Context: an optimization exercise on an open-source flow, tuned for a short achievable clock period and few clock cycles per item. The choices shown serve that exercise and are no tape-out recipe. At most, simulation tests tie the RTL to the original design; equivalence was not proved. No activity file was given, so power comes from the tool's default toggle rates.

==> flow/design.v (excerpt) <==
module switch_top #(
	parameter int FIFO_DEPTH = 17
) (
	input wire logic to,
	input wire logic rst_n,
	input wire logic noc_to_dev_ctl,
	input wire logic [switch_pkg::BYTE_W-1:0] noc_to_dev_data,
	output logic [switch_pkg::NUM_PORTS-1:0] dev_tx_ctl,
	output logic [switch_pkg::NUM_PORTS-1:0][switch_pkg::BYTE_W-1:0] dev_tx_data,
	input wire logic [switch_pkg::NUM_PORTS-1:0] dev_rx_ctl,
	input wire logic [switch_pkg::NUM_PORTS-1:0][switch_pkg::BYTE_W-1:0] dev_rx_data,
	output logic noc_from_dev_ctl,
	output logic [switch_pkg::BYTE_W-1:0] noc_from_dev_data
);
Size: about 1000 flip-flops, ~37000 µm² of cells after synthesis.
==> flow/config.mk <==
export PLATFORM = sky130hd
export DESIGN_NAME = switch_top
export DESIGN_NICKNAME = switch_top
export VERILOG_FILES = /design/flow/design.v
export SDC_FILE = /design/flow/constraint.sdc
export NUM_CORES = 4
export LEC_CHECK = 0
export CAP_MARGIN = 20
export CORE_MARGIN = 2
export CORE_UTILIZATION = 40
export SLEW_MARGIN = 20
==> flow/constraint.sdc <==
create_clock -name core_clock -period 4.5 [get_ports {to}]
set_input_delay 0.9000 -clock core_clock [delete_from_list [all_inputs] [get_ports {to}]]
set_output_delay 0.9000 -clock core_clock [all_outputs]
set_load 0.01 [all_outputs]
run.sh (not shown) runs the stock make flow with config.mk's settings and CLKGATE_MAP_FILE= SYNTH_SCRIPT=/design/flow/synth_recipe.tcl, a recipe that flattens the netlist after the stock synthesis.
The first run completed with no timing, DRC or antenna violations.
Next try:
Settings changed: ABC_CLOCK_PERIOD_IN_PS set to 2000, SETUP_SLACK_MARGIN set to 2.4, TNS_END_PERCENT set to 100.
=> The changed run ran to the end with no violations; hold slack gets better by 0.0067 ns; total power falls by about 0.5%; worst setup slack gets better by 0.74 ns; routed wire length rises by about 5%.
No run of this note included a check of the RTL's function; only the layout flow was run.


Setup of job 101:
switch_top, a different RTL version from the one above (not shown whole).
## switch_top
module switch_top #(
	parameter int FIFO_DEPTH = 17
) (
	input wire logic to,
	input wire logic rst_n,
	input wire logic noc_to_dev_ctl,
	input wire logic [switch_pkg::BYTE_W-1:0] noc_to_dev_data,
	output logic [switch_pkg::NUM_PORTS-1:0] dev_tx_ctl,
	output logic [switch_pkg::NUM_PORTS-1:0][switch_pkg::BYTE_W-1:0] dev_tx_data,
	input wire logic [switch_pkg::NUM_PORTS-1:0] dev_rx_ctl,
	input wire logic [switch_pkg::NUM_PORTS-1:0][switch_pkg::BYTE_W-1:0] dev_rx_data,
	output logic noc_from_dev_ctl,
	output logic [switch_pkg::BYTE_W-1:0] noc_from_dev_data
);
export LEC_CHECK = 0
export ABC_CLOCK_PERIOD_IN_PS = 2000
export CAP_MARGIN = 20
export CORE_MARGIN = 2
export CORE_UTILIZATION = 60
export CTS_BUF_LIST = sky130_fd_sc_hd__clkbuf_16
export CTS_CLUSTER_DIAMETER = 100
export CTS_CLUSTER_SIZE = 30
export PLACE_DENSITY = 0.7
export SETUP_SLACK_MARGIN = 2.4
export SLEW_MARGIN = 20
export TNS_END_PERCENT = 100
create_clock -name core_clock -period 4.5 [get_ports {to}]
### job 101 -> job 102
- CORE_UTILIZATION now 40, was 60
- CTS_CLUSTER_DIAMETER no longer set, was 100
- PLACE_DENSITY no longer set, was 0.7
- CTS_BUF_LIST no longer set, was sky130_fd_sc_hd__clkbuf_16
- CTS_CLUSTER_SIZE no longer set, was 30
--- outcome ---
- Going from job 101 to job 102, maximum fanout along the worst path shrinks by 2.
- Job 101 → job 102: average detailed-routed wire length per instance lost 2.4 um, via count neither gained nor lost much.
- Job 102 against job 101: clock power higher, met3 routing resource usage after global routing lower, number of global-route vias before repair higher.
- In job 102, the number of antenna violations at the first check in global routing came out 1 above the value in job 101.
- Taking job 102 over job 101, the total power ratio works out to 1.3.
- In job 102 the register-to-register slack turned out 110 ps lower than in job 101.
- Die extent in x (job 102 over job 101): increase, 22%
No run of this note included a check of the RTL's function; only the layout flow was run.


Setup of lane 1:
switch_top, a different RTL version from the one above (not shown whole).
Size in the first run: about 2,600 cells after synthesis, ~1,100 flip-flops, roughly 92 I/O pins, about 42,000 um^2 of cells after synthesis.
Settings: LEC_CHECK=0, ABC_CLOCK_PERIOD_IN_PS=2000, CAP_MARGIN=20, CORE_MARGIN=2, CORE_UTILIZATION=40, CTS_CLUSTER_DIAMETER=80, CTS_CLUSTER_SIZE=22, SETUP_SLACK_MARGIN=2.4, SLEW_MARGIN=20, TNS_END_PERCENT=100; clock period 4.5 ns.
standard.sh (not shown) runs the stock make flow with config.mk's settings and CLKGATE_MAP_FILE= SYNTH_SCRIPT=/design/flow/synth_recipe.tcl, a recipe that flattens the netlist after the stock synthesis.
==> flow/flow/run.sh <==
#!/bin/bash
# standard layout with plain buffers on the ports (buffer_ports would pick delay cells,
# which the later repairs leave alone)
set -euo pipefail
here=$(pwd)
res=$here/orfs/results/$FLOW_PLATFORM/switch_top/base
export BUFFER_PORTS_ARGS="-buffer_cell sky130_fd_sc_hd__buf_4"
bash standard.sh place > std_place.log 2>&1
RES=$res openroad -no_init -exit flow/fix_ports.tcl > fix_ports.log 2>&1
bash standard.sh finish > std_finish.log 2>&1
==> flow/flow/fix_ports.tcl <==
# any port buffer still a delay cell gets a plain buffer of the same function
read_db $::env(RES)/3_place.odb
set db [ord::get_db]
set block [ord::get_db_block]
set buf [$db findMaster sky130_fd_sc_hd__buf_4]
set n 0
foreach inst [$block getInsts] {
  set m [[$inst getMaster] getName]
  if {[string match "sky130_fd_sc_hd__clkdlybuf4s*" $m] && ([string match "input*" [$inst getName]] || [string match "output*" [$inst getName]])} {
    $inst swapMaster $buf
    incr n
  }
}
puts "swapped $n port buffers"
detailed_placement
check_placement -verbose
write_db $::env(RES)/3_place.odb
Lane 1 ran to completion and came out clean on the timing, design-rule and antenna checks.
Testbench counts of lane 1, summed over its fixed seeds: cycles 7,595, items 1,536.
## Diff of input files: lane 2 against lane 1
# lane 1
export LEC_CHECK = 0
export ABC_CLOCK_PERIOD_IN_PS = 2000
export CAP_MARGIN = 20
export CORE_MARGIN = 2
export CORE_UTILIZATION = 40
export CTS_CLUSTER_DIAMETER = 80
export CTS_CLUSTER_SIZE = 22
export SETUP_SLACK_MARGIN = 2.4
export SLEW_MARGIN = 20
export TNS_END_PERCENT = 100
create_clock -name core_clock -period 4.5 [get_ports {to}]
# lane 2
export LEC_CHECK = 0
export ABC_CLOCK_PERIOD_IN_PS = 2000
export CAP_MARGIN = 20
export CORE_MARGIN = 2
export CORE_UTILIZATION = 40
export SETUP_SLACK_MARGIN = 2.4
export SLEW_MARGIN = 20
export TNS_END_PERCENT = 100
create_clock -name core_clock -period 4.5 [get_ports {to}]
==> flow/flow/run.sh <==
#!/bin/bash
# standard layout, with the port input buffers swapped for plain buffers after placement
set -euo pipefail
here=$(pwd)
res=$here/orfs/results/$FLOW_PLATFORM/switch_top/base
bash standard.sh place > std_place.log 2>&1
RES=$res openroad -no_init -exit flow/fix_inputs.tcl > fix_inputs.log 2>&1
bash standard.sh finish > std_finish.log 2>&1
==> flow/flow/fix_inputs.tcl (new file) <==
# port input buffers come out of buffer_ports as delay cells, which the later
# repairs leave alone; give them a plain buffer of the same function
read_db $::env(RES)/3_place.odb
set db [ord::get_db]
set block [ord::get_db_block]
set buf [$db findMaster sky130_fd_sc_hd__buf_4]
set n 0
foreach inst [$block getInsts] {
  set m [[$inst getMaster] getName]
  if {[string match "sky130_fd_sc_hd__clkdlybuf4s*" $m] && [string match "input*" [$inst getName]]} {
    $inst swapMaster $buf
    incr n
  }
}
puts "swapped $n input buffers"
detailed_placement
check_placement -verbose
write_db $::env(RES)/3_place.odb
removed: flow/flow/fix_ports.tcl
Results
- Lane 1 -> lane 2: count of clock-buffer cells in the layout increased by more than half
- Overall routing resource usage, lane 1 and lane 2, higher one = lane 2.
- Compared with lane 1, in lane 2 maximum clock frequency dropped 5.3%; measured slew at the worst slew-check pin has decreased.
- Sort lane 1 and lane 2 by clock power desc -> top: lane 2
- HPWL after detailed placement shrinks slightly when moving from lane 1 to lane 2.
- Start point of the critical path = i_resp_scheduler.out_ctl_n: lane 2; start point of the critical path = g_queue[2].i_resp_queue.i_flit_fifo.rd_q[4]: lane 1
- Delta (lane 2 minus lane 1): core utilization climbed 2.0 points, setup slack moved down.
- Comparing lane 1 and lane 2, the higher fill cell instance count of the final layout was measured on lane 1.
- Comparing lane 1 and lane 2, the higher overall power after layout was measured on lane 2.
- Routed via count grows by a few percent when moving from lane 1 to lane 2.


switch_top, a different RTL version from the one above (not shown whole).
Size in the first run: roughly 2700 cells after synthesis, ~1100 flip-flops, about 92 I/O pins, ~42000 µm² of cells after synthesis.
export LEC_CHECK = 0
export ABC_CLOCK_PERIOD_IN_PS = 2000
export CAP_MARGIN = 20
export CORE_MARGIN = 2
export CORE_UTILIZATION = 60
export CTS_BUF_LIST = sky130_fd_sc_hd__clkbuf_16
export CTS_CLUSTER_DIAMETER = 100
export CTS_CLUSTER_SIZE = 30
export PLACE_DENSITY = 0.7
export SETUP_SLACK_MARGIN = 2.4
export SLEW_MARGIN = 20
export TNS_END_PERCENT = 100
create_clock -name core_clock -period 4.5 [get_ports {to}]
run.sh (not shown) runs the stock make flow with config.mk's settings and CLKGATE_MAP_FILE= SYNTH_SCRIPT=/design/flow/synth_recipe.tcl, a recipe that flattens the netlist after the stock synthesis.
Stock flow here: none of the scripts above is used.
Testbench counts at the start, summed over its fixed seeds: cycles 7,595, items 1,536.
Next try:
--- a/flow/config.mk
+++ b/flow/config.mk
@@ -9,9 +9,5 @@
 export CAP_MARGIN = 20
 export CORE_MARGIN = 2
-export CORE_UTILIZATION = 60
-export CTS_BUF_LIST = sky130_fd_sc_hd__clkbuf_16
-export CTS_CLUSTER_DIAMETER = 100
-export CTS_CLUSTER_SIZE = 30
-export PLACE_DENSITY = 0.7
+export CORE_UTILIZATION = 40
 export SETUP_SLACK_MARGIN = 2.4
 export SLEW_MARGIN = 20
What happened: Synthesized area does not change; utilization went down by 19 points; design area went up by 6.7%; global-route usage went down by 7.4 points; routed wire length went up by 7.3%; clock skew went up by 0.021 ns; clock-buffer cell count went up by 108; sequential power hardly moves; register-to-register slack gets better by 0.09 ns; die area went up by 49%.

## re-timing with driven ports
Ports are ideal in the flow. The routed layouts listed here were re-timed in OpenROAD.
Step 1 (the two cells are an assumption about what drives the block):
set clk [get_ports {to}]
set_driving_cell -lib_cell sky130_fd_sc_hd__clkbuf_16 $clk
set_driving_cell -lib_cell sky130_fd_sc_hd__buf_2 [delete_from_list [all_inputs] $clk]
Step 2 moves the port delays by t, midway between the first and last clock arrival at a register: inputs arrive t later, outputs are due t later. That takes back most of the time a late clock gives input paths.
Three values: ideal ports, drivers, drivers and shift; two values: the first two.
run | shift t [ns] | setup slack, ns | worst register clock-pin slew, ns
the first run of note 1 | 0.752 | 0.838 / 0.838 / 0.306 | 0.07 / 0.07
the second run of note 1 | 0.747 | 1.581 / 1.581 / 1.265 | 0.07 / 0.07
job 101 | 0.695 | 2.233 / 2.233 / 1.759 | 0.12 / 0.12
job 102 | 0.766 | 2.119 / 2.119 / 1.725 | 0.07 / 0.07
lane 1 | 0.728 | 2.344 / 2.320 / 1.949 | 0.09 / 0.09
lane 2 | 0.748 | 2.223 / 2.150 / 1.956 | 0.07 / 0.07
the first run of note 4 | 0.681 | 2.331 / 2.331 / 1.788 | 0.12 / 0.12
the second run of note 4 | 0.734 | 2.389 / 2.325 / 1.744 | 0.07 / 0.07
After both steps setup and hold are still met in every run listed. For the second run of note 4, which loses most, drivers alone change the setup slack by -0.064 ns; drivers and shift together by -0.645 ns.
